What follows belongs to an exercise in optimizing a design on an open flow for small area and a short achievable clock period; a production flow would make more cautious choices.
Only simulation tests tie the RTL to the original design; equivalence was not proved.
Power is estimated from default activity; no workload was simulated.

==> design/flow/design.v <==
`timescale 1ns/1ps
`default_nettype none
package rv32i_pkg;
	localparam logic [6:0] OP_REG = 7'b0110011;
	localparam logic [6:0] OP_IMM = 7'b0010011;
	localparam logic [6:0] OP_LUI = 7'b0110111;
	localparam logic [3:0] ALU_ADD  = 4'b0000;
	localparam logic [3:0] ALU_SLL  = 4'b0001;
	localparam logic [3:0] ALU_SLT  = 4'b0010;
	localparam logic [3:0] ALU_SLTU = 4'b0011;
	localparam logic [3:0] ALU_XOR  = 4'b0100;
	localparam logic [3:0] ALU_SRL  = 4'b0101;
	localparam logic [3:0] ALU_OR   = 4'b0110;
	localparam logic [3:0] ALU_AND  = 4'b0111;
	localparam logic [3:0] ALU_SUB  = 4'b1000;
	localparam logic [3:0] ALU_SRA  = 4'b1101;
	localparam logic [1:0] FWD_NONE   = 2'd0;
	localparam logic [1:0] FWD_EX_MEM = 2'd1;
	localparam logic [1:0] FWD_MEM_WB = 2'd2;
endpackage
`default_nettype wire
`timescale 1ns/1ps
`default_nettype none
module rf_ao3 (
	input  wire logic [2:0] s,
	input  wire logic [2:0] d,
	output logic            yn
);
	assign yn = ~|(s & d);
endmodule
module rf_ao2 (
	input  wire logic [1:0] s,
	input  wire logic [1:0] d,
	output logic            yn
);
	assign yn = ~|(s & d);
endmodule
module regfile (
	input  wire logic [31:0] s,       
	input  wire logic [31:0] d,       
	output logic             q
);
	logic [10:0] n;
	for (genvar g = 0; g < 10; g++) begin : g_ao3
		rf_ao3 u (.s(s[3*g +: 3]), .d(d[3*g +: 3]), .yn(n[g]));
	end
	rf_ao2 u_ao2 (.s(s[31:30]), .d(d[31:30]), .yn(n[10]));
	assign q = ~&n;
endmodule
`default_nettype wire
`timescale 1ns/1ps
`default_nettype none
module ks_pg (
	input  wire logic a,
	input  wire logic b,
	output logic      gn,
	output logic      pn
);
	assign gn = ~(a & b);
	assign pn = ~(a | b);
endmodule
module ks_pg0 (
	input  wire logic a,
	input  wire logic b,
	input  wire logic c,
	output logic      gn
);
	assign gn = ~((a & b) | ((a | b) & c));
endmodule
module ks_np (
	input  wire logic gnh,
	input  wire logic pnh,
	input  wire logic gnl,
	input  wire logic pnl,
	output logic      g,
	output logic      p
);
	assign g = ~(gnh & (pnh | gnl));
	assign p = ~(pnh | pnl);
endmodule
module ks_np_g (
	input  wire logic gnh,
	input  wire logic pnh,
	input  wire logic gnl,
	output logic      g
);
	assign g = ~(gnh & (pnh | gnl));
endmodule
module ks_pn (
	input  wire logic gh,
	input  wire logic ph,
	input  wire logic gl,
	input  wire logic pl,
	output logic      gn,
	output logic      pn
);
	assign gn = ~(gh | (ph & gl));
	assign pn = ~(ph & pl);
endmodule
module ks_pn_g (
	input  wire logic gh,
	input  wire logic ph,
	input  wire logic gl,
	output logic      gn
);
	assign gn = ~(gh | (ph & gl));
endmodule
module ks_inv (
	input  wire logic a,
	output logic      y
);
	assign y = ~a;
endmodule
module sh_step #(
	parameter int N = 4
) (
	input  wire logic [N-1:0] s,
	input  wire logic [N-1:0] d,
	output logic              q
);
	assign q = |(s & d);
endmodule
module ao_n #(
	parameter int N = 2
) (
	input  wire logic [N-1:0] s,
	input  wire logic [N-1:0] d,
	output logic              yn
);
	assign yn = ~|(s & d);
endmodule
module alu_ylate (
	input  wire logic s,
	input  wire logic sum,
	input  wire logic en,
	output logic      y,
	output logic      yn
);
	logic a;
	assign a  = ~(s & sum);
	assign y  = ~(a & en);
	assign yn = a & en;
endmodule
module exec_pipe (
	input  wire logic [31:0] a,
	input  wire logic [31:0] b,
	input  wire logic        cin,     
	input  wire logic        arith,   
	input  wire logic [3:0]  sh0,     
	input  wire logic [3:0]  sh1,     
	input  wire logic [1:0]  sh2,     
	input  wire logic [7:0]  sel,     
	output logic      [31:0] y,
	output logic      [31:0] yn       
);
	logic [31:0] sum;
	logic        cout;
	logic        lt;
	logic        ltu;
	logic        fill;
	logic [31:0] sa;
	logic [31:0] sb;
	logic [31:0] sh;
	logic [31:0] sh_rev;
	logic [31:0] x;
	logic [31:0] g [0:5];
	logic [31:0] p [0:5];
	logic [31:0] gf;
	logic [31:0] gfi;
	logic [31:0] c;        
	function automatic int fl(int j);
		fl = 0;
		while ((1 << fl) <= j)
			fl++;
	endfunction
	assign x = a ^ b;
	ks_pg0 u_pg0 (.a(a[0]), .b(b[0]), .c(cin), .gn(g[0][0]));
	assign p[0][0] = 1'b1;  
	for (genvar i = 1; i < 32; i++) begin : g_pg
		ks_pg u_pg (.a(a[i]), .b(b[i]), .gn(g[0][i]), .pn(p[0][i]));
	end
	for (genvar j = 0; j < 32; j++) begin : g_fin
		assign gf[j] = g[fl(j)][j];
		ks_inv u_inv (.a(gf[j]), .y(gfi[j]));
		assign c[j] = (fl(j) % 2 == 0) ? gfi[j] : gf[j];
	end
	for (genvar l = 0; l < 5; l++) begin : g_lvl
		for (genvar i = (1 << l); i < 32; i++) begin : g_bit
			localparam int J = i - (1 << l);
			if (fl(J) > l) begin : g_grp
				if (l % 2 == 0) begin : g_np
					ks_np u (.gnh(g[l][i]), .pnh(p[l][i]), .gnl(g[l][J]), .pnl(p[l][J]),
						.g(g[l + 1][i]), .p(p[l + 1][i]));
				end else begin : g_pn
					ks_pn u (.gh(g[l][i]), .ph(p[l][i]), .gl(g[l][J]), .pl(p[l][J]),
						.gn(g[l + 1][i]), .pn(p[l + 1][i]));
				end
			end else begin : g_fin
				if (l % 2 == 0) begin : g_np
					ks_np_g u (.gnh(g[l][i]), .pnh(p[l][i]),
						.gnl((fl(J) % 2 == 0) ? gf[J] : gfi[J]), .g(g[l + 1][i]));
				end else begin : g_pn
					ks_pn_g u (.gh(g[l][i]), .ph(p[l][i]),
						.gl((fl(J) % 2 == 1) ? gf[J] : gfi[J]), .gn(g[l + 1][i]));
				end
			end
		end
	end
	assign sum  = x ^ {c[30:0], cin};
	assign cout = c[31];
	assign ltu = ~cout;
	assign lt  = (a[31] ^ b[31]) ? ~cout : a[31];
	assign fill = arith & a[31];
	for (genvar i = 0; i < 32; i++) begin : g_sh
		sh_step #(.N(4)) u_sa (
			.s (sh0),
			.d ({(i + 3 < 32) ? a[i + 3] : fill, (i + 2 < 32) ? a[i + 2] : fill,
				(i + 1 < 32) ? a[i + 1] : fill, a[i]}),
			.q (sa[i])
		);
		sh_step #(.N(4)) u_sb (
			.s (sh1),
			.d ({(i + 12 < 32) ? sa[i + 12] : fill, (i + 8 < 32) ? sa[i + 8] : fill,
				(i + 4 < 32) ? sa[i + 4] : fill, sa[i]}),
			.q (sb[i])
		);
		sh_step #(.N(2)) u_sc (
			.s (sh2),
			.d ({(i + 16 < 32) ? sb[i + 16] : fill, sb[i]}),
			.q (sh[i])
		);
	end
	always_comb begin
		for (int i = 0; i < 32; i++)
			sh_rev[i] = sh[31 - i];
	end
	logic [31:0] y_en;
	logic        y_ln;
	ao_n #(.N(5)) u_ye0 (
		.s  ({sel[7:4], sel[1]}),
		.d  ({a[0] & b[0], a[0] | b[0], sh[0], x[0], sh_rev[0]}),
		.yn (y_en[0])
	);
	ao_n #(.N(2)) u_yl0 (
		.s  (sel[3:2]),
		.d  ({ltu, lt}),
		.yn (y_ln)
	);
	alu_ylate u_y0 (
		.s   (sel[0]),
		.sum (sum[0]),
		.en  (y_en[0] & y_ln),
		.y   (y[0]),
		.yn  (yn[0])
	);
	for (genvar i = 1; i < 32; i++) begin : g_y
		ao_n #(.N(5)) u_ye (
			.s  ({sel[7:4], sel[1]}),
			.d  ({a[i] & b[i], a[i] | b[i], sh[i], x[i], sh_rev[i]}),
			.yn (y_en[i])
		);
		alu_ylate u_y (
			.s   (sel[0]),
			.sum (sum[i]),
			.en  (y_en[i]),
			.y   (y[i]),
			.yn  (yn[i])
		);
	end
endmodule
`default_nettype wire
`timescale 1ns/1ps
`default_nettype none
module fwd_bit #(
	parameter int N = 3
) (
	input  wire logic [N-1:0] s,
	input  wire logic [N-1:0] d,
	output logic              q
);
	assign q = |(s & d);
endmodule
module fwd_late #(
	parameter int N = 2
) (
	input  wire logic [N-1:0] s,
	input  wire logic [N-1:0] d,
	input  wire logic         en,
	output logic              q
);
	logic [N-1:0] a;
	assign a = ~(s & d);
	assign q = ~(&a & en);
endmodule
module rv32i_pipeline #(
	parameter logic [31:0] RESET_PC = 32'h0
) (
	input  wire logic        clk,
	input  wire logic        rst_n,
	input  wire logic        run,
	output logic      [31:0] instr_addr,
	input  wire logic [31:0] instr,
	output logic             wb_valid,
	output logic      [4:0]  wb_rd,
	output logic      [31:0] wb_data
);
	logic [29:0] pc;
	logic        f_reg;
	logic        f_imm;
	logic        f_lui;
	logic [4:0]  f_rd;
	logic [4:0]  f_rs1;
	logic [4:0]  f_rs2;
	logic [2:0]  f_f3;
	logic        f_alt;
	logic        f_wr;
	logic        f_sub;
	logic        f_left;
	logic        f_shift;
	logic [7:0]  f_sel;
	logic        f_fa;
	logic        f_fb;
	logic        f_byp1;
	logic        f_byp2;
	logic [31:1] f_oh1;
	logic [31:1] f_oh2;
	logic        d_wr;    
	logic        d_imm;
	logic        d_lui;
	logic [31:7] d_ins;
	logic        d_sub;   
	logic        d_left;
	logic        d_shift;  
	logic        d_arith;
	logic [7:0]  d_sel;
	logic        d_fa;    
	logic        d_fb;
	logic        d_byp1;  
	logic        d_byp2;
	logic [31:1] d_oh1;   
	logic [31:1] d_oh2;
	logic [31:0] d_ival;
	logic [31:0] d_r1;
	logic [31:0] d_r2;
	logic [31:0] d_r1_rev;
	logic [31:0] d_a;
	logic [31:0] d_b;
	logic [3:0]  d_as;
	logic [4:0]  d_bs;
	logic [4:0]  d_as_r;
	logic [5:0]  d_bs_r;
	logic [31:0] d_bo;
	logic [3:0]  d_s0;
	logic [3:0]  d_s1;
	logic [1:0]  d_s2;
	logic [3:0]  d_y0;    
	logic [3:0]  d_y1;
	logic [1:0]  d_y2;
	logic [2:0]  d_ss;    
	logic [9:0]  d_sh;
	logic        e_wr;
	logic [4:0]  e_rd;
	logic [31:0] e_a;
	logic [31:0] e_b;
	logic        e_cin;
	logic        e_arith;
	logic [7:0]  e_sel;
	logic [9:0]  e_ctl;   
	logic [9:0]  d_ctl;
	logic [9:0]  d_ctlv;
	logic [9:0]  e_sh;    
	logic [9:0]  d_yv;
	logic [9:0]  d_sv;
	logic [31:0] e_y;
	logic [31:0] e_yn;
	logic [31:0] e_y_rev;
	logic        w_v;
	logic [4:0]  w_rd;
	logic [31:0] w_data;
	logic [31:0] regs [1:31];
	logic [31:0] wd;
	assign wd = w_data & {32{rst_n}};
	always_ff @(posedge clk) begin
		for (int i = 1; i < 32; i++)
			if (!rst_n || (w_v && w_rd == 5'(i)))
				regs[i] <= wd;
	end
	assign instr_addr = {pc, RESET_PC[1:0]};
	always_comb begin
		f_reg   = instr[6:0] == rv32i_pkg::OP_REG;
		f_imm   = instr[6:0] == rv32i_pkg::OP_IMM;
		f_lui   = instr[6:0] == rv32i_pkg::OP_LUI;
		f_rd    = instr[11:7];
		f_f3    = instr[14:12];
		f_rs1   = instr[19:15];
		f_rs2   = instr[24:20];
		f_alt   = instr[30];
		f_wr    = (f_reg || f_imm || f_lui) && f_rd != 5'd0;
		f_sub   = !f_lui && ((f_reg && f_f3 == 3'b000 && f_alt)
			|| f_f3 == 3'b010 || f_f3 == 3'b011);
		f_left  = !f_lui && f_f3 == 3'b001;
		f_shift = !f_lui && f_f3[1:0] == 2'b01;
		f_sel   = 8'b0;
		if (f_lui)
			f_sel[0] = 1'b1;
		else
			f_sel[f_f3] = 1'b1;
		f_fa    = d_wr && d_ins[11:7] == f_rs1 && !f_lui;
		f_fb    = d_wr && d_ins[11:7] == f_rs2 && !f_lui && !f_imm;
		f_byp1  = e_wr && e_rd == f_rs1;
		f_byp2  = e_wr && e_rd == f_rs2;
		for (int k = 1; k < 32; k++) begin
			f_oh1[k] = f_rs1 == 5'(k) && !f_byp1;
			f_oh2[k] = f_rs2 == 5'(k) && !f_byp2;
		end
	end
	assign d_ival = d_lui ? {d_ins[31:12], 12'b0} : {{20{d_ins[31]}}, d_ins[31:20]};
	always_comb begin
		for (int i = 0; i < 32; i++) begin
			d_r1_rev[i] = d_r1[31 - i];
			e_y_rev[i]  = e_y[31 - i];
		end
		d_as = {!d_fa && d_left, !d_fa && !d_left && !d_lui, d_fa && d_left, d_fa && !d_left};
		d_bs = {d_lui || d_imm,
			!d_fb && !d_lui && !d_imm && d_sub, !d_fb && !d_lui && !d_imm && !d_sub,
			d_fb && d_sub, d_fb && !d_sub};
		d_bo = (d_lui || d_imm) ? d_ival : d_r2;
		d_s0 = 4'b0001 << d_bo[1:0];
		d_s1 = 4'b0001 << d_bo[3:2];
		d_s2 = 2'b01 << d_bo[4];
		d_y0 = 4'b0001 << e_y[1:0];
		d_y1 = 4'b0001 << e_y[3:2];
		d_y2 = 2'b01 << e_y[4];
		d_ss = run ? {1'b0, d_shift && d_fb, d_shift && !d_fb} : 3'b100;
	end
	for (genvar k = 0; k < 10; k++) begin : g_sh
		logic en;
		ao_n #(.N(2)) u_she (
			.s  ({d_ss[2], d_ss[0]}),
			.d  ({e_sh[k], d_sv[k]}),
			.yn (en)
		);
		fwd_late #(.N(1)) u_sh (
			.s  (d_ss[1]),
			.d  (d_yv[k]),
			.en (en),
			.q  (d_sh[k])
		);
	end
	for (genvar k = 0; k < 10; k++) begin : g_ctl
		fwd_bit #(.N(2)) u_ctl (
			.s ({!run, run}),
			.d ({e_ctl[k], d_ctlv[k]}),
			.q (d_ctl[k])
		);
	end
	assign d_as_r = run ? {1'b0, d_as} : 5'b10000;
	assign d_bs_r = run ? {1'b0, d_bs} : 6'b100000;
	for (genvar i = 0; i < 32; i++) begin : g_rd
		logic [31:0] col;
		assign col[0] = w_data[i];
		for (genvar k = 1; k < 32; k++) begin : g_col
			assign col[k] = regs[k][i];
		end
		regfile u_r1 (.s({d_oh1, d_byp1}), .d(col), .q(d_r1[i]));
		regfile u_r2 (.s({d_oh2, d_byp2}), .d(col), .q(d_r2[i]));
	end
	for (genvar i = 0; i < 32; i++) begin : g_fwd
		logic ena;
		logic enb;
		ao_n #(.N(3)) u_fae (
			.s  (d_as_r[4:2]),
			.d  ({e_a[i], d_r1_rev[i], d_r1[i]}),
			.yn (ena)
		);
		fwd_late #(.N(2)) u_fa (
			.s  (d_as_r[1:0]),
			.d  ({e_y_rev[i], e_y[i]}),
			.en (ena),
			.q  (d_a[i])
		);
		ao_n #(.N(4)) u_fbe (
			.s  (d_bs_r[5:2]),
			.d  ({e_b[i], d_ival[i] ^ d_sub, ~d_r2[i], d_r2[i]}),
			.yn (enb)
		);
		fwd_late #(.N(2)) u_fb (
			.s  (d_bs_r[1:0]),
			.d  ({e_yn[i], e_y[i]}),
			.en (enb),
			.q  (d_b[i])
		);
	end
	assign d_ctlv = {d_sel, d_arith, d_sub};
	assign {e_sel, e_arith, e_cin} = e_ctl;
	assign d_yv = {d_y2, d_y1, d_y0};
	assign d_sv = {d_s2, d_s1, d_s0};
	exec_pipe i_alu (
		.a     (e_a),
		.b     (e_b),
		.cin   (e_cin),
		.arith (e_arith),
		.sh0   (e_sh[3:0]),
		.sh1   (e_sh[7:4]),
		.sh2   (e_sh[9:8]),
		.sel   (e_sel),
		.y     (e_y),
		.yn    (e_yn)
	);
	always_ff @(posedge clk) begin
		if (!rst_n) begin
			pc   <= RESET_PC[31:2];
			d_wr <= 1'b0;
			e_wr <= 1'b0;
			w_v  <= 1'b0;
		end else if (run) begin
			pc      <= pc + 30'd1;
			d_wr    <= f_wr;
			d_imm   <= f_imm;
			d_lui   <= f_lui;
			d_ins   <= instr[31:7];
			d_sub   <= f_sub;
			d_left  <= f_left;
			d_shift <= f_shift;
			d_arith <= f_f3 == 3'b101 && f_alt;
			d_sel   <= f_sel;
			d_fa    <= f_fa;
			d_fb    <= f_fb;
			d_byp1  <= f_byp1;
			d_byp2  <= f_byp2;
			d_oh1   <= f_oh1;
			d_oh2   <= f_oh2;
			e_wr    <= d_wr;
			e_rd    <= d_ins[11:7];
			w_v     <= e_wr;
			w_rd    <= e_rd;
			w_data  <= e_y;
		end
	end
	always_ff @(posedge clk) begin
		e_a <= d_a;
		e_b <= d_b;
		e_sh <= d_sh;
		e_ctl <= d_ctl;
	end
	assign wb_valid = w_v && run;  
	assign wb_rd    = w_rd;
	assign wb_data  = w_data;
endmodule
`default_nettype wire
==> design/flow/run.sh <==
#!/bin/bash
# synth_recipe.tcl (not shown) runs the flow's synth.tcl, then flattens the netlist and writes it again
# the make line also repeats each setting of config.mk as NAME=value (left out here)
make -C /OpenROAD-flow-scripts/flow DESIGN_CONFIG=/design/flow/config.mk WORK_HOME=/design/flow/orfs CLKGATE_MAP_FILE= SYNTH_SCRIPT=/design/flow/synth_recipe.tcl finish
==> design/flow/config.mk <==
export PLATFORM = sky130hd
export DESIGN_NAME = rv32i_pipeline
export DESIGN_NICKNAME = rv32i_pipeline
export VERILOG_FILES = /design/flow/design.v
export SDC_FILE = /design/flow/constraint.sdc
export NUM_CORES = 4
export LEC_CHECK = 0
export CAP_MARGIN = 20
export CORE_MARGIN = 2
export CORE_UTILIZATION = 55
export CTS_CLUSTER_DIAMETER = 60
export CTS_CLUSTER_SIZE = 20
export PLACE_DENSITY = 0.6
export SETUP_SLACK_MARGIN = 2.5
export SLEW_MARGIN = 20
export SYNTH_HIERARCHICAL = 1
==> design/flow/constraint.sdc <==
create_clock -name core_clock -period 5.5 [get_ports {clk}]
set_input_delay 1.1000 -clock core_clock [delete_from_list [all_inputs] [get_ports {clk}]]
set_output_delay 1.1000 -clock core_clock [all_outputs]
set_load 0.01 [all_outputs]
==> results of run 1 <==
[synth_stat cells (4+ instances only)]
library cell	instances	area, um^2
nand3b_1	8	60.1
and3_1	39	244
buf_4	34	255
buf_2	5	25.0
or2_2	4	25.0
nor3b_1	5	37.5
dfxtp_1	117	2340
and2_1	41	257
xor2_1	44	385
a21boi_1	32	240
nor4_1	5	31.3
xnor2_1	48	420
a22oi_2	75	938
nor3_1	10	50.1
a22oi_1	192	1440
o21ai_2	54	473
or3_1	70	438
or4_1	13	97.6
a21oi_2	54	473
edfxtp_1	1139	34200
nand3_1	82	410
o21ai_1	21	105
ha_1	71	888
a21bo_1	42	420
o21ai_0	39	195
nor2b_1	6	37.5
a221oi_2	32	480
a222oi_1	704	7050
nand2b_1	17	106
mux2i_1	4	40.0
inv_1	165	619
buf_1	4	15.0
a22o_1	74	648
o41ai_1	5	43.8
a21oi_1	39	195
nor2_1	187	702
nand2_1	297	1110
nand4_1	141	882
o31ai_1	11	82.6
o311ai_1	6	52.6
clkbuf_1	28	105
[Yosys stat by module (local to each module, per instance), excerpt]
module / cells / times used
ks_pn: 2 / 44
ks_np: 2 / 54
regfile: 4 / 64
ks_pg: 2 / 31
rf_ao3: 1 / 640
alu_ylate: 2 / 32
rv32i_pipeline: 1861 / 1
ks_np_g: 1 / 21
ks_pn_g: 1 / 10
exec_pipe: 197 / 1
ks_pg0: 2 / 1
rf_ao2: 1 / 64
ks_inv: 1 / 16
[area by class of cell]
type	count	area [um^2]	area share [%]
multi-input combinational	2505	20000	30.7
tap	1380	1730	2.65
antenna	13	32.5	0.0500
inverter	165	622	0.956
clock inverter	83	1130	1.73
clock buffer	105	2540	3.91
timing repair buffer	262	2420	3.71
sequential	1256	36600	56.3
[worst paths after layout]
kind	from	endpoint	slack (ps)	cells past startpoint
worst max-delay path	w_data[7]	wb_data[7]	2500	1
worst min-delay path	d_sel[1]	e_ctl[3]	460	1
worst max register to register	d_oh2[18]	e_sh[9]	2520	9
worst min register to register	d_sel[1]	e_ctl[3]	460	1
[cell usage in the layout (no fill, tap or decap), types with 13 or more instances in the layout]
cell,synthesis,layout
a21bo_1,42,35
a21boi_1,32,32
a21oi_1,39,39
a21oi_2,54,54
a221oi_2,32,32
a222oi_1,704,704
a22o_1,74,72
a22oi_1,192,186
a22oi_2,75,81
and2_1,41,20
and2_2,0,20
and3_1,39,38
buf_4,34,142
bufinv_16,0,15
clkbuf_16,0,105
clkdlybuf4s50_1,0,98
dfxtp_1,117,82
dfxtp_2,0,32
diode_2,0,13
edfxtp_1,1139,1139
ha_1,71,71
inv_1,165,163
inv_6,0,15
nand2_1,297,295
nand2b_1,17,17
nand3_1,82,82
nand4_1,141,141
nor2_1,187,182
o21ai_1,21,14
o21ai_2,54,60
o21ai_4,0,33
or3_1,70,65
or4_1,13,13
xnor2_1,48,48
xor2_1,44,44
[sequential cells by signal (all words and copies together) (netlist names), 10 cells and up]
| name | cells |
|---|---|
| w_data | 32 |
| e_a | 32 |
| e_b | 32 |
| d_oh2 | 31 |
| e_sh | 10 |
| e_ctl | 10 |
| d_oh1 | 31 |
| regs | 992 |
| d_ins | 25 |
| pc | 30 |
[cell families after synthesis]
family | after synthesis | share of synthesized area (%)
other | 1 | 0.00659
DFF | 1256 | 64.2
and+or+nand+nor | 943 | 8.20
xor gates and xnor gates | 92 | 1.42
AOI/OAI and AO/OA | 1393 | 22.7
buffers and inverters | 236 | 1.79
muxes | 4 | 0.0703
adders and majority gates | 71 | 1.56
[layer usage]
layer	vias up	track usage [%]	wire length (um)
li1	18299	-	-
met1	21972	50.9	76200
met2	3387	59.6	95800
met3	537	11.5	31100
met4	2	18.3	10300
met5	-	0	13
[power groups by stage]
| stage | sequential (mW) | combinational, mW | clock, mW |
|---|---|---|---|
| floorplan | 12.5 | 3.33 | 0 |
| global placement | 12.6 | 5.27 | 0 |
| detailed placement | 12.6 | 5.30 | 0 |
| CTS | 12.4 | 5.39 | 8.05 |
| global route | 12.5 | 6.01 | 8.39 |
| finish | 12.4 | 5.67 | 7.99 |
[timing repair]
action | 4_1_cts | 5_1_grt
cloned | 0 | 4
setup buffers | 13 | 12
endpoints found under the setup margin | 128 | 112
pin swaps | 2 | 20
resized for setup | 24 | 87
==> results.ini, run 1 <==
[detailed_routing]
wl_per_cell_um=37.0
postRouteWirelength_mm=213
drc=0
vias=44197
via_per_inst=7.66
final_antenna_net_count=0
drtPass1Iterations=13
drt-initial-drc-count=9821

[synthesis]
synth.distinct_cells=61
netlist_instances=3996
synthFlopType=edfxtp_1
synth-async-reset-ratio_pct=0
synth-seq-cells=1256
synth_seq_area_share_pct=64.2
avgSynthCellArea_um2=14.2
synth_edf_count=1139
syn-cell-area_um2=56900
synth-warning-count=12

[timing]
period_needed_ps=3000
finalCritPeriodShare_pct=54.5
tightest_slew_ps=1190
max_slew_margin_pct=20.8
setup_violations=0
rsz0062_at_grt=yes
fmax_mhz=334
skew_ps=39.6
tns_ps=0
hold_violations=0
slew_violations=0
setup_slack_ps=2500
hold_ws_ps=462

[global_route]
grt_usage_pct=38.8
antenna_found_initial=11
grt_max_degree=66
gr-total-overflow=0
grt_pass1_vias=42014
grt_pass1_wl_mm=298

[power_and_ir_drop]
fin_total_pwr_mw=26.1
netSwitchingPower_mw=8.37
p_int_mw=17.7
p_per_area_nw_per_um2=402
pwr-share-comb_pct=21.7
p_leak_nw=22.3
ir_drop_mv=0.373
clkPwrFrac_pct=30.6
switching_share_pct=32.1
seqPwrFrac_pct=47.7

[floorplan]
io_pins=105
start_util_pct=55.2
core-area_um2=103000
chipHeight_um=326
die_w_um=326
dieArea_um2=106000
num_rows=118

[worst_setup_path]
cpPeakStageDelay_ps=620
crit_chain=clkdlybuf4s50_1
critical_path.top_delay_family=buffers and inverters
cp_max_fo=4
crit_path_start_kind=flip-flop
crit_path_top_delay_cell=clkdlybuf4s50_1
cp_num_buf_inv=1
critPathKind=flip-flop to primary output
cp-end-kind=primary output
cp_data_required_time_ps=4400
worstPathArrival_ps=1900

[layout]
area_growth_syn_to_layout_pct=14.3
nFillCells=7997
postLayoutCellArea_um2=65000
final_util_pct=63.1
fin_nets=4397
final_layout_size_suffix_gt1_share_pct=16.1
fin_cells=5769

[clock_tree]
clockBufferDepth=3
clock_latency_ps=730
htree_levels=3
cts_root_buffer=clkbuf_16
clkTransAtPathRegs_ps=70
cts.sinks=1256
cts_tree=built
cts_made_buffers=101
hold_buffers=0

[place]
post-place-ws_ps=1420
dp_hpwl_mm=129
port_buffers=102
finalWeightedCongestion=0.987
dpl_cell_area_um2=60700
place_inst=5537

[outcome]
status=timing/DRC/antenna clean

[flow_run]
cap_violations=0

[min_path]
hold_class=flip-flop to flip-flop

==> run 2: changes to the inputs <==
--- a/design/flow/config.mk
+++ b/design/flow/config.mk
@@ -8,8 +8,6 @@
 export CAP_MARGIN = 20
 export CORE_MARGIN = 2
 export CORE_UTILIZATION = 55
-export CTS_CLUSTER_DIAMETER = 60
-export CTS_CLUSTER_SIZE = 20
 export PLACE_DENSITY = 0.6
 export SETUP_SLACK_MARGIN = 2.5
 export SLEW_MARGIN = 20
==> results.ini, run 2 <==
[outcome]
status=timing/DRC/antenna clean  ; unchanged

[layout]
multi_input_area_um2=20000  ; about the same
seq_area_um2=36600  ; about the same
final_cell_mix=edfxtp_1, a222oi_1, nand2_1  ; unchanged
nFillCells=7954  ; was 7,997
largest_register_ffs=992  ; unchanged
final_util_pct=63.6  ; was 63.1%
top_register=regs  ; unchanged
final_layout_size_suffix_gt1_share_pct=15.9  ; was 16.1%
postLayoutCellArea_um2=65600  ; was 65,000 um^2
final_common_cell=edfxtp_1  ; unchanged
fin_nets=4437  ; was 4,397
fin_cells=5815  ; was 5,769
area_growth_syn_to_layout_pct=15.2  ; was 14.3%

[worst_setup_path]
cpPeakStageDelay_ps=610  ; was 620 ps
rr_worst_depth=6  ; was 9
crit_path_top_delay_cell=clkdlybuf4s50_1  ; unchanged
cp_num_buf_inv=1  ; unchanged
cp-end-kind=primary output  ; unchanged
crit_chain=clkdlybuf4s50_1  ; unchanged
critical_path.top_delay_family=buffers and inverters  ; unchanged
r2r_end=e_a[19]  ; was e_sh[9]
worstPathArrival_ps=1900  ; about the same
cp_max_fo=4  ; unchanged
critPathKind=flip-flop to primary output  ; unchanged
rr_startpoint=d_oh1[18]  ; was d_oh2[18]
cp_data_required_time_ps=4400  ; about the same
crit_path_start_kind=flip-flop  ; unchanged
r2r_slack_ps=2560  ; was 2520 ps

[detailed_routing]
drt-met1-wl_mm=76.9  ; was 76.2 mm
final_antenna_net_count=0  ; unchanged
wl_met3_mm=30.7  ; was 31.1 mm
postRouteWirelength_mm=215  ; was 213 mm
drtPass1Iterations=11  ; was 13
highest_layer=met5  ; unchanged
via_per_inst=7.66  ; about the same
drc=0  ; unchanged
wl_met2_mm=95.5  ; was 95.8 mm
drt-initial-drc-count=9709  ; was 9,821
wl_per_cell_um=36.9  ; was 37.0 um
vias=44533  ; was 44,197

[synthesis]
avgSynthCellArea_um2=14.2  ; unchanged
synth-async-reset-ratio_pct=0  ; unchanged
synth_seq_area_share_pct=64.2  ; unchanged
synth-seq-cells=1256  ; unchanged
synthFlopType=edfxtp_1  ; unchanged
synth_largest_area_cell=edfxtp_1  ; unchanged
synth.most_common_cell=edfxtp_1  ; unchanged
netlist_instances=3996  ; unchanged
synth_top_area_share_pct=60.1  ; unchanged
synth_common_cells=edfxtp_1, a222oi_1, nand2_1  ; unchanged
synth_edf_count=1139  ; unchanged
netlist_top_cells_area=edfxtp_1, a222oi_1, dfxtp_1, a22oi_1, nand2_1  ; unchanged
syn-cell-area_um2=56900  ; unchanged
synth-warning-count=12  ; unchanged
synth.distinct_cells=61  ; unchanged

[global_route]
gr-total-overflow=0  ; unchanged
grt_max_degree=66  ; unchanged
grt_pass1_vias=42244  ; was 42,014
antenna_found_initial=8  ; was 11
grt_pass1_wl_mm=299  ; was 298 mm
grt_usage_pct=39.0  ; was 38.8%

[floorplan]
io_pins=105  ; unchanged
chipHeight_um=326  ; unchanged
core-area_um2=103000  ; unchanged
start_util_pct=55.2  ; unchanged
die_w_um=326  ; unchanged
dieArea_um2=106000  ; unchanged
num_rows=118  ; unchanged

[power_and_ir_drop]
ir_drop_mv=0.359  ; was 0.373 mV
fin_total_pwr_mw=26.8  ; was 26.1 mW
p_leak_nw=22.6  ; was 22.3 nW
p_per_area_nw_per_um2=409  ; was 402 nW/um^2

[timing]
setup_slack_ps=2500  ; about the same
hold_violations=0  ; unchanged
hold_ws_ps=463  ; was 462 ps
rsz0062_at_grt=yes  ; unchanged
period_needed_ps=3000  ; about the same
skew_ps=47.8  ; was 39.6 ps
max_slew_margin_pct=21.3  ; was 20.8%
finalCritPeriodShare_pct=54.5  ; about the same
tightest_slew_ps=1180  ; was 1190 ps
tns_ps=0  ; unchanged
fmax_mhz=334  ; about the same
setup_violations=0  ; unchanged
slew_violations=0  ; unchanged

[place]
post-place-ws_ps=1420  ; unchanged
dp_hpwl_mm=129  ; unchanged
finalWeightedCongestion=0.987  ; unchanged
dpl_cell_area_um2=60700  ; unchanged
port_buffers=102  ; unchanged
place_inst=5537  ; unchanged

[flow_run]
cap_violations=0  ; unchanged

[clock_tree]
cts_made_buffers=134  ; was 101
cts_tree=built  ; unchanged
clock_latency_ps=750  ; was 730 ps
clkTransAtPathRegs_ps=60  ; was 70 ps
cts.sinks=1256  ; unchanged
cts_root_buffer=clkbuf_16  ; unchanged
htree_levels=4  ; was 3
clockBufferDepth=3  ; unchanged

[min_path]
whs_path_depth=1  ; unchanged
min_to=e_ctl[7]  ; was e_ctl[3]
min-delay-start=d_sel[5]  ; was d_sel[1]
hold_class=flip-flop to flip-flop  ; unchanged

-- run 2: timing repair --
action                     in CTS  in global routing
resized for setup              24                 90
hold buffers                    0                  0
setup endpoints to repair     131                119
pin swaps                       2                 17
gates cloned                    0                  5
setup buffers                  12                 19
-- run 2: per-layer routing --
metal,vias to the layer above,GRT usage (%)
li1,18371,-
met2,3382,59.5
met1,22125,51.7
met4,6,18.4
met5,-,0.444
met3,649,11.3
-- run 2: Yosys stat by module (local to each module, per instance), excerpt --
module,times used,cells,cell area (um^2),flip-flops and latches
ks_pg0,1,2,12.5,0
ks_inv,16,1,3.75,0
ks_np,54,2,12.5,0
alu_ylate,32,2,17.5,0
ks_pg,31,2,7.51,0
ks_np_g,21,1,5.00,0
regfile,64,4,23.8,0
-- run 2: logic make-up after synthesis --
group           synth area share, %
buf+inv                        1.79
other cells                 0.00659
compound gates                 22.7
xor+xnor                       1.42
simple gates                   8.20
flops                          64.2
fa+ha+maj                      1.56
mux                          0.0703
-- run 2: cell type report --
| cell class | count | area share, % |
|---|---|---|
| Sequential cell | 1256 | 55.8 |
| Multi-Input combinational cell | 2505 | 30.4 |
| Clock buffer | 171 | 5.44 |
| Timing Repair Buffer | 269 | 3.83 |
| Tap cell | 1380 | 2.63 |
| Inverter | 165 | 0.948 |
| Clock inverter | 66 | 0.910 |
| Antenna cell | 3 | 0.0114 |
-- run 2: worst max-delay path by stage --
stage / startpoint / cells past startpoint / end / slack [ps]
after CTS: run / 3 / wb_valid / 2390
after detailed placement: run / 5 / pc[26] / 1420
final: w_data[18] / 1 / wb_data[18] / 2500
after global placement: run / 5 / pc[28] / 1510
after global routing: e_ctl[1] / 13 / e_a[8] / 2470
after floorplan: run / 2 / d_arith / -3820
-- run 2: where the power goes --
part	leakage [nW]	total, mW	switching [mW]	internal (mW)
clock	2.03	8.68	3.78	4.90
sequential	12.3	12.5	0.861	11.6
combinational	8.31	5.66	3.74	1.93
==> run 3: changes to the inputs <==
--- a/design/flow/config.mk
+++ b/design/flow/config.mk
@@ -8,6 +8,8 @@
 export CAP_MARGIN = 20
 export CORE_MARGIN = 2
 export CORE_UTILIZATION = 55
+export CTS_CLUSTER_DIAMETER = 80
+export CTS_CLUSTER_SIZE = 30
 export PLACE_DENSITY = 0.6
 export SETUP_SLACK_MARGIN = 2.5
 export SLEW_MARGIN = 20
==> results.ini, run 3 <==
[timing]
rsz0062_at_grt=yes  ; unchanged
finalCritPeriodShare_pct=55.2  ; was 54.5%
skew_ps=67.8  ; was 47.8 ps
setup_violations=0  ; unchanged
setup_slack_ps=2460  ; was 2500 ps
period_needed_ps=3040  ; was 3000 ps
max_slew_margin_pct=18.1  ; was 21.3%
slew_violations=0  ; unchanged
fmax_mhz=329  ; was 334 MHz
tightest_slew_ps=1220  ; was 1180 ps
hold_ws_ps=475  ; was 463 ps
hold_violations=0  ; unchanged

[layout]
nFillCells=8207  ; was 7,954
postLayoutCellArea_um2=63000  ; was 65,600 um^2
final_common_cell=edfxtp_1  ; unchanged
fin_cells=5656  ; was 5,815
area_growth_syn_to_layout_pct=10.8  ; was 15.2%
final_layout_size_suffix_gt1_share_pct=14.1  ; was 15.9%
multi_input_area_um2=20000  ; about the same
largest_register_ffs=992  ; unchanged
seq_area_um2=36600  ; about the same
fin_nets=4346  ; was 4,437
top_register=regs  ; unchanged
final_cell_mix=edfxtp_1, a222oi_1, nand2_1  ; unchanged

[synthesis]
avgSynthCellArea_um2=14.2  ; unchanged
netlist_instances=3996  ; unchanged
synthFlopType=edfxtp_1  ; unchanged
synth-seq-cells=1256  ; unchanged
synth_top_area_share_pct=60.1  ; unchanged
synth.most_common_cell=edfxtp_1  ; unchanged
synth_edf_count=1139  ; unchanged
synth_common_cells=edfxtp_1, a222oi_1, nand2_1  ; unchanged
syn-cell-area_um2=56900  ; unchanged
synth_seq_area_share_pct=64.2  ; unchanged
synth_largest_area_cell=edfxtp_1  ; unchanged
synth.distinct_cells=61  ; unchanged
synth-warning-count=12  ; unchanged
synth-async-reset-ratio_pct=0  ; unchanged
netlist_top_cells_area=edfxtp_1, a222oi_1, dfxtp_1, a22oi_1, nand2_1  ; unchanged

[global_route]
grt_pass1_wl_mm=295  ; was 299 mm
grt_max_degree=66  ; unchanged
gr-total-overflow=0  ; unchanged
antenna_found_initial=11  ; was 8
grt_usage_pct=38.4  ; was 39.0%
grt_pass1_vias=41413  ; was 42,244

[clock_tree]
clockBufferDepth=3  ; unchanged
htree_levels=2  ; was 4
cts_tree=built  ; unchanged
cts.sinks=1256  ; unchanged
hold_buffers=0  ; unchanged
cts_root_buffer=clkbuf_16  ; unchanged
clkTransAtPathRegs_ps=120  ; was 60 ps
clock_latency_ps=720  ; was 750 ps
cts_made_buffers=52  ; was 134

[detailed_routing]
postRouteWirelength_mm=212  ; was 215 mm
wl_per_cell_um=37.5  ; was 36.9 um
vias=43678  ; was 44,533
drt-initial-drc-count=9893  ; was 9,709
via_per_inst=7.72  ; was 7.66
drtPass1Iterations=14  ; was 11
final_antenna_net_count=0  ; unchanged
drc=0  ; unchanged

[worst_setup_path]
crit_path_top_delay_cell=or3_1  ; was clkdlybuf4s50_1
cp_max_fo=11  ; was 4
worstPathArrival_ps=3590  ; was 1900 ps
critPathKind=flip-flop to flip-flop  ; was flip-flop to primary output
crit_path_start_kind=flip-flop  ; unchanged
cp-end-kind=flip-flop  ; was primary output
rr_worst_depth=8  ; was 6
cp_data_required_time_ps=6050  ; was 4400 ps
crit_chain=buf_12 -> buf_4 -> a222oi_1 -> nand4_1 -> or3_1 -> a22o_1 -> a221oi_2 -> nand2_1  ; was clkdlybuf4s50_1
cpPeakStageDelay_ps=630  ; was 610 ps

[power_and_ir_drop]
fin_total_pwr_mw=23.1  ; was 26.8 mW
p_per_area_nw_per_um2=366  ; was 409 nW/um^2
ir_drop_mv=0.359  ; about the same
p_leak_nw=21.4  ; was 22.6 nW

[floorplan]
num_rows=118  ; unchanged
start_util_pct=55.2  ; unchanged
io_pins=105  ; unchanged
die_w_um=326  ; unchanged
chipHeight_um=326  ; unchanged
core-area_um2=103000  ; unchanged
dieArea_um2=106000  ; unchanged

[place]
dp_hpwl_mm=129  ; unchanged
post-place-ws_ps=1420  ; unchanged
finalWeightedCongestion=0.987  ; unchanged
port_buffers=102  ; unchanged
dpl_cell_area_um2=60700  ; unchanged
place_inst=5537  ; unchanged

[flow_run]
cap_violations=0  ; unchanged

[outcome]
status=timing/DRC/antenna clean  ; unchanged

[min_path]
whs_path_depth=1  ; unchanged
hold_class=flip-flop to flip-flop  ; unchanged

[run 3: modules after synthesis (local to each module, per instance), a selection]
module / flops+latches / cells inside
exec_pipe: 0 / 197
rf_ao2: 0 / 1
ks_np: 0 / 2
ks_pg: 0 / 2
ks_pn_g: 0 / 1
ks_pn: 0 / 2
ks_np_g: 0 / 1
rf_ao3: 0 / 1
ks_pg0: 0 / 2
regfile: 0 / 4
[run 3: cell families after synthesis]
group	count (synthesis)	share of synthesized area, %
AO/OA/AOI/OAI	1393	22.7
flip-flops	1256	64.2
AND/OR/NAND/NOR	943	8.20
buffers and inverters	236	1.79
XOR/XNOR	92	1.42
adder cells (fa/ha/maj)	71	1.56
multiplexers	4	0.0703
other	1	0.00659
[run 3: layout make-up]
cell class	instances	share of cell area [%]
well taps	1380	2.74
diodes	7	0.0278
inverters	165	0.986
multi-input cells	2505	31.7
clock buffers	64	2.19
flip-flops and latches	1256	58.0
clock inverters	19	0.464
repair buffers	260	3.88
[run 3: worst max-delay path, delay by kind of cell, from the launching register on]
family / cells / cell delay, ps
AOI/OAI and AO/OA: 3 / 780
buffers and inverters: 2 / 400
and+or+nand+nor: 3 / 1180
DFF: 1 / 490
[run 3: repair_timing]
action / 4_1_cts / 5_1_grt
cloned: 0 / 4
pin swaps: 2 / 19
gates resized for setup: 22 / 97
setup endpoints to repair: 135 / 134
setup buffers: 10 / 10
endpoints found under the hold margin: 0 / 0
[run 3: worst paths after layout]
| path | start | slack [ps] | end |
|---|---|---|---|
| worst min register to register | d_sel[0] | 470 | e_ctl[2] |
| worst max register to register | d_oh2[6] | 2460 | e_b[17] |
| worst max-delay path | d_oh2[6] | 2460 | e_b[17] |
| worst min-delay path | d_sel[0] | 470 | e_ctl[2] |
[run 3: layer usage]
metal,share of wire (%),track usage (%),vias to the layer above
met5,0.017,0.133,-
met4,5.2,17.6,6
met3,14,10.9,590
met2,45,59.1,3332
met1,36,50.8,21663
li1,-,-,18087
[run 3: through the flow]
stage          TNS [ps]  util (%)
5_1_grt               0      61.2
4_1_cts               0      60.6
6_report              0      61.2
2_1_floorplan   -560940         -
3_5_place_dp          0      58.9
3_3_place_gp          0      58.9
[run 3: where the power goes]
| group | internal (mW) | total (mW) | switching, mW | leakage [nW] |
|---|---|---|---|---|
| Clock | 2.00 | 5.02 | 3.02 | 0.801 |
| Combinational | 1.92 | 5.64 | 3.72 | 8.26 |
| Sequential | 11.6 | 12.4 | 0.864 | 12.3 |
| Total | 15.5 | 23.1 | 7.61 | 21.4 |
==> run 4: changes to the inputs <==
--- a/design/flow/config.mk
+++ b/design/flow/config.mk
@@ -7,10 +7,10 @@
 export LEC_CHECK = 0
 export CAP_MARGIN = 20
 export CORE_MARGIN = 2
-export CORE_UTILIZATION = 55
-export CTS_CLUSTER_DIAMETER = 80
-export CTS_CLUSTER_SIZE = 30
-export PLACE_DENSITY = 0.6
+export CORE_UTILIZATION = 62
+export CTS_CLUSTER_DIAMETER = 70
+export CTS_CLUSTER_SIZE = 25
+export PLACE_DENSITY = 0.66
 export SETUP_SLACK_MARGIN = 2.5
 export SLEW_MARGIN = 20
 export SYNTH_HIERARCHICAL = 1
==> results.ini, run 4 <==
[clock_tree]
clkTransAtPathRegs_ps=100  ; was 120 ps
cts_tree=built  ; unchanged
htree_levels=3  ; was 2
cts_root_buffer=clkbuf_16  ; unchanged
cts_made_buffers=69  ; was 52
clockBufferDepth=3  ; unchanged
hold_buffers=0  ; unchanged
cts.sinks=1256  ; unchanged
clock_latency_ps=700  ; was 720 ps

[timing]
max_slew_margin_pct=20.7  ; was 18.1%
period_needed_ps=3020  ; was 3040 ps
hold_violations=0  ; unchanged
slew_violations=0  ; unchanged
rsz0062_at_grt=yes  ; unchanged
hold_ws_ps=474  ; was 475 ps
setup_violations=0  ; unchanged
skew_ps=55.1  ; was 67.8 ps
finalCritPeriodShare_pct=54.9  ; was 55.2%
fmax_mhz=331  ; was 329 MHz
tightest_slew_ps=1190  ; was 1220 ps

[synthesis]
synth_seq_area_share_pct=64.2  ; unchanged
synth_common_cells=edfxtp_1, a222oi_1, nand2_1  ; unchanged
synth-warning-count=12  ; unchanged
syn-cell-area_um2=56900  ; unchanged
synth.distinct_cells=61  ; unchanged
synthFlopType=edfxtp_1  ; unchanged
synth-async-reset-ratio_pct=0  ; unchanged
synth_edf_count=1139  ; unchanged
synth-seq-cells=1256  ; unchanged
avgSynthCellArea_um2=14.2  ; unchanged
synth_largest_area_cell=edfxtp_1  ; unchanged
netlist_top_cells_area=edfxtp_1, a222oi_1, dfxtp_1, a22oi_1, nand2_1  ; unchanged
synth.most_common_cell=edfxtp_1  ; unchanged
netlist_instances=3996  ; unchanged
synth_top_area_share_pct=60.1  ; unchanged

[floorplan]
io_pins=105  ; unchanged
chipHeight_um=307  ; was 326 um
num_rows=111  ; was 118
core-area_um2=91400  ; was 103,000 um^2
dieArea_um2=94200  ; was 106,000 um^2
start_util_pct=62.3  ; was 55.2%
die_w_um=307  ; was 326 um

[global_route]
gr-total-overflow=0  ; unchanged
grt_util_met3_pct=13.0  ; was 10.9%
grt_usage_pct=42.7  ; was 38.4%
grt_pass1_wl_mm=291  ; was 295 mm
grt_max_degree=99  ; was 66
antenna_found_initial=8  ; was 11
gr-usage-met2_pct=63.8  ; was 59.1%
grt_use_met1_pct=57.1  ; was 50.8%
top_usage_layer=met2  ; unchanged
grt_pass1_vias=41932  ; was 41,413

[place]
finalWeightedCongestion=1.05  ; was 0.987
port_buffers=102  ; unchanged
dp_hpwl_mm=126  ; was 129 mm

[worst_setup_path]
critPathKind=flip-flop to flip-flop  ; unchanged
worstPathArrival_ps=3590  ; about the same
cp_data_required_time_ps=6060  ; was 6050 ps
crit_path_start_kind=flip-flop  ; unchanged
cp-end-kind=flip-flop  ; unchanged
cp_max_fo=6  ; was 11

[detailed_routing]
vias=44618  ; was 43,678
via_per_inst=8.15  ; was 7.72
drtPass1Iterations=14  ; unchanged
drt-initial-drc-count=11505  ; was 9,893
final_antenna_net_count=0  ; unchanged
postRouteWirelength_mm=206  ; was 212 mm
wl_per_cell_um=37.6  ; was 37.5 um
drc=0  ; unchanged

[power_and_ir_drop]
p_per_area_nw_per_um2=380  ; was 366 nW/um^2
ir_drop_mv=0.398  ; was 0.359 mV
p_leak_nw=21.6  ; was 21.4 nW
fin_total_pwr_mw=24.0  ; was 23.1 mW

[layout]
final_layout_size_suffix_gt1_share_pct=14.5  ; was 14.1%
largest_register_ffs=992  ; unchanged
fin_nets=4359  ; was 4,346
area_growth_syn_to_layout_pct=11.1  ; was 10.8%
top_register=regs  ; unchanged
final_common_cell=edfxtp_1  ; unchanged
final_cell_mix=edfxtp_1, a222oi_1, nand2_1  ; unchanged

[outcome]
status=timing/DRC/antenna clean  ; unchanged

[min_path]
hold_class=flip-flop to flip-flop  ; unchanged

[flow_run]
cap_violations=0  ; unchanged

-- run 4: cell count changes in the layout (fill, tap and decap cells not counted), moves of 5 or more --
cell	previous run	this run
a22oi_1	183	176
clkinv_8	1	7
buf_12	8	3
diode_2	7	1
and2_2	18	9
clkbuf_16	57	71
a22oi_2	84	91
and2_1	22	30
-- run 4: worst paths after layout --
path              depth (start not counted)      from        to  slack, ps
setup / recovery                         10    e_a[0]   e_a[31]       2480
hold / removal                            1  d_sel[1]  e_ctl[3]        470
setup reg to reg                         10    e_a[0]   e_a[31]       2480
hold reg to reg                           1  d_sel[1]  e_ctl[3]        470
-- run 4: cell type report --
| cell class | count | area, um^2 |
|---|---|---|
| inverters | 165 | 622 |
| fillers | 6361 | 28200 |
| clock buffers | 77 | 1780 |
| diodes | 1 | 2.50 |
| multi-input cells | 2505 | 20000 |
| clock inverters | 31 | 414 |
| repair buffers | 256 | 2310 |
| well taps | 1186 | 1480 |
| flip-flops and latches | 1256 | 36600 |
-- run 4: worst max-delay path, stage by stage, from the launching register on --
cell	delay, ps
dfxtp_1	390
o21ai_2	410
inv_1	180
a21oi_2	340
o21ai_1	190
a21oi_2	460
o21ai_1	220
xor2_1	190
a21bo_1	250
a22oi_1	180
nand2_1	90
-- run 4: repair_timing --
item                                    CTS  global route
gates resized for setup                  29            79
endpoints found under the setup margin  104            95
cloned                                    1             1
buffers inserted                          2            11
pin swaps                                 1            26
-- run 4: report_power, final --
part | internal, mW | switching [mW] | leakage (nW)
combinational | 1.92 | 3.83 | 8.20
clock | 2.54 | 3.24 | 1.05
sequential | 11.6 | 0.893 | 12.3
total | 16.0 | 7.96 | 21.6
-- run 4: routing by layer --
metal	part of all wire (%)	routed length, um
met1	34	69400
met2	44	90200
met5	0.076	157
met3	16	33500
met4	6.3	12900
-- run 4: Yosys stat by module (local to each module, per instance), a selection --
module,cells,area [um^2]
exec_pipe,197,1470
alu_ylate,2,17.5
rf_ao3,1,10.0
rf_ao2,1,12.5
ks_pg0,2,12.5
regfile,4,23.8
rv32i_pipeline,1861,40100
ks_pn_g,1,8.76
ks_np_g,1,5.00
ks_pn,2,12.5
ks_np,2,12.5
ks_inv,1,3.75
ks_pg,2,7.51
-- run 4: through the flow --
step           area (um^2)  instances  util (%)  TNS [ps]  setup slack (ps)
5_1_grt              63200       5476      69.2         0              2490
6_report             63200       5477      69.2         0              2480
4_1_cts              62800       5459      68.7         0              2490
3_5_place_dp         60500       5348      66.2         0              1760
3_3_place_gp         60400       5348      66.1         0              1810
2_1_floorplan        56900       3997         -   -560940             -3820
-- run 4: cell families (layout without fill, tap and decap cells) --
group	count (synthesis)	after routing	share of synthesized area, %
AO/OA/AOI/OAI	1393	1393	22.7
XOR/XNOR	92	92	1.42
adder cells (fa/ha/maj)	71	71	1.56
buffers and inverters	236	529	1.79
flip-flops	1256	1256	64.2
multiplexers	4	4	0.0703
other	1	3	0.00659
AND/OR/NAND/NOR	943	943	8.20

## afterwards: timing with drivers on the ports
The flow's constraints put no driver on any port. The routed layouts listed below were extracted and timed again, unchanged, in two steps. Step 1 (the two cells are an assumption about what drives the block):
set clk [get_ports {clk}]
set_driving_cell -lib_cell sky130_fd_sc_hd__clkbuf_16 $clk
set_driving_cell -lib_cell sky130_fd_sc_hd__buf_2 [delete_from_list [all_inputs] $clk]
Step 2 also shifts input and output timing later by t, the mid clock arrival at the registers, as if the neighbouring blocks saw the same clock. Three values: ideal ports, drivers, drivers and shift; two values: the first two.
run | shift t [ns] | setup WS [ns] | worst register clock-pin slew, ns
run 1 | 0.786 | 2.502 / 2.426 / 1.896 | 0.08 / 0.08
run 2 | 0.799 | 2.503 / 2.431 / 1.912 | 0.06 / 0.06
run 3 | 0.766 | 2.463 / 2.453 / 1.925 | 0.12 / 0.12
run 4 | 0.741 | 2.479 / 2.420 / 1.854 | 0.10 / 0.10
After both steps setup and hold are still met in every run listed. For run 4, which loses most, drivers alone change the setup slack by -0.059 ns; drivers and shift together by -0.625 ns.
